What follows belongs to an exercise in optimizing a design on an open flow for small area; a production flow would make more cautious choices. In this exercise RTL edits were held to simulation tests only and were not proved equivalent to the original. Power is estimated from default activity; no workload was simulated.

==> inputs of run a <==
// running_mean_stddev
module running_mean_stddev #(
    parameter int MAX_COUNT   = 65536,
    parameter int FRAC_BITS   = 16
) (
    input  logic        aclk,
    input  logic        aresetn,
    input  logic        s_axis_tvalid,
    output logic        s_axis_tready,
    input  logic [15:0] s_axis_tdata,    
    input  logic        s_axis_tlast,
    output logic        m_axis_tvalid,
    input  logic        m_axis_tready,
    output logic [87:0] m_axis_tdata,    
    input  logic        psel,
    input  logic        penable,
    input  logic        pwrite,
    input  logic [1:0]  paddr,
    input  logic [31:0] pwdata,
    output logic [31:0] prdata,
    output logic        pready
);
Settings: LEC_CHECK=0, CAP_MARGIN=20, CORE_MARGIN=2, CORE_UTILIZATION=60, SLEW_MARGIN=20; clock period 11.0 ns.
standard.sh (not shown) runs the stock make flow with config.mk's settings and CLKGATE_MAP_FILE= SYNTH_SCRIPT=/design/flow/synth_recipe.tcl, a recipe that flattens the netlist after the stock synthesis.
==> flow/flow/run.sh <==
#!/bin/bash
# The standard layout (standard.sh) with three changes:
#  - after the standard synthesis, flow/invopt.py removes inverters around the
#    full adders (a full adder is self-dual; registers and other cells stay);
#  - each port's buffer is the smallest buffer cell (every port still gets its
#    own buffer);
#  - clock tree synthesis inserts no dummy loads.
# Logs here: synth_make.log, invopt.log, flow_make.log; each tool's full log
# is under orfs/logs/.
set -euo pipefail
RES="$PWD/orfs/results/$FLOW_PLATFORM/running_mean_stddev/base"
bash standard.sh "$RES/1_2_yosys.v" > synth_make.log 2>&1
cp "$RES/1_2_yosys.v" "$RES/1_2_yosys.std.v"
python3 flow/invopt.py "$RES/1_2_yosys.std.v" "$RES/1_2_yosys.opt.v" > invopt.log 2>&1
cp "$RES/1_2_yosys.opt.v" "$RES/1_2_yosys.v"
export BUFFER_PORTS_ARGS="-buffer_cell sky130_fd_sc_hd__buf_1"
export CTS_ARGS="-sink_clustering_enable -repair_clock_nets -dont_use_dummy_load -buf_list sky130_fd_sc_hd__clkbuf_8 -sink_clustering_size 20 -sink_clustering_max_diameter 60"
bash standard.sh finish > flow_make.log 2>&1
Other scripts of this flow, unchanged in this note and not shown: flow/flow/invopt.py
==> run b: changes against run a <==
--- a/flow/flow/run.sh
+++ b/flow/flow/run.sh
@@ -14,5 +14,5 @@
 python3 flow/invopt.py "$RES/1_2_yosys.std.v" "$RES/1_2_yosys.opt.v" > invopt.log 2>&1
 cp "$RES/1_2_yosys.opt.v" "$RES/1_2_yosys.v"
 export BUFFER_PORTS_ARGS="-buffer_cell sky130_fd_sc_hd__buf_1"
-export CTS_ARGS="-sink_clustering_enable -repair_clock_nets -dont_use_dummy_load -buf_list sky130_fd_sc_hd__clkbuf_8 -sink_clustering_size 20 -sink_clustering_max_diameter 60"
+export CTS_ARGS="-sink_clustering_enable -repair_clock_nets -dont_use_dummy_load -buf_list sky130_fd_sc_hd__clkbuf_8 -sink_clustering_size 16 -sink_clustering_max_diameter 50"
 bash standard.sh finish > flow_make.log 2>&1
Settings changed: CORE_UTILIZATION 60 to 40.
==> comparison <==
Between run a and run b, the lower non-clock buffer count is in run b (gap 6). In sequential power, run b and run a hardly differ. In critical path depth, run a and run b do not differ. In run b the count of clock-buffer cells in the layout is higher than in run a, by 5. Between run a and run b, the lower global-route usage is in run b (gap 9.5 points). In area after synthesis, run a and run b do not differ. Of run b and run a, run a has the higher utilization (gap 21 points). Synthesized cell count is the same in run b and run a. Between run b and run a, the lower fmax is in run b (gap 0.86%, measured against run a).
==> figures <==
Run status: run b complete, no violations; run a complete, no violations
Post-route worst setup slack: run b 0.2655 ns; run a 0.3580 ns
Tap Count: run b 680; run a 455
Post-route cell area: run b 0.02220 mm2; run a 0.02190 mm2
Antenna violations before repair: run b 1; run a 0
Layout Skew: run b 0.05973 ns; run a 0.05679 ns
Routing usage on met1: run b 30.69%; run a 45.63%
Clock latency of the later-clocked register in the worst-skew pair: run b 0.61 ns; run a 0.58 ns
Met2 wire len: run b 26.01 mm; run a 24.36 mm
Power Clock: run b 0.000739 W; run a 0.000686 W
Post-route non-filler standard cell count: run b 2817; run a 2589
Vias in the first global route: run b 15560; run a 15437
Total placed instance area: run b 0.02162 mm2; run a 0.02137 mm2
Num rows: run b 83; run a 68
Final HPWL DP: run b 42.12 mm; run a 39.11 mm
Combinational logic power: run b 0.00246 W; run a 0.00247 W
Met3 Resource Use GR: run b 5.413%; run a 7.434%
Critical Path Fanout Max: run b 15; run a 13
Overall die area: run b 0.05367 mm2; run a 0.03606 mm2

[what the ideal ports hide]
How much do the figures lean on ideal ports? The routed layouts below were timed once more, with nothing changed but the port constraints. Step 1 sets driving cells, clkbuf_16 on the clock port and buf_2 on the other inputs (assumed; they add their load-dependent delay and slew). Step 2 adds t to the input delays and takes it off the output delays; t is the mean of the earliest and latest rising clock arrival at the registers after step 1. Input paths then give back, and output paths get back, about the clock's delay inside the block. a / b / c = ideal ports / drivers / drivers and shift; a / b = the first two.
| run | shift t [ns] | setup slack, ns | cell pins on the clock port's net |
|---|---|---|---|
| run a | 0.601 | 0.358 / 0.383 / -0.218 | 1 |
| run b | 0.637 | 0.265 / 0.294 / -0.343 | 1 |
With both steps, setup timing fails in run a and run b, where it was met with ideal ports. For run b, which loses most, drivers alone change the setup slack by +0.029 ns; drivers and shift together by -0.608 ns.
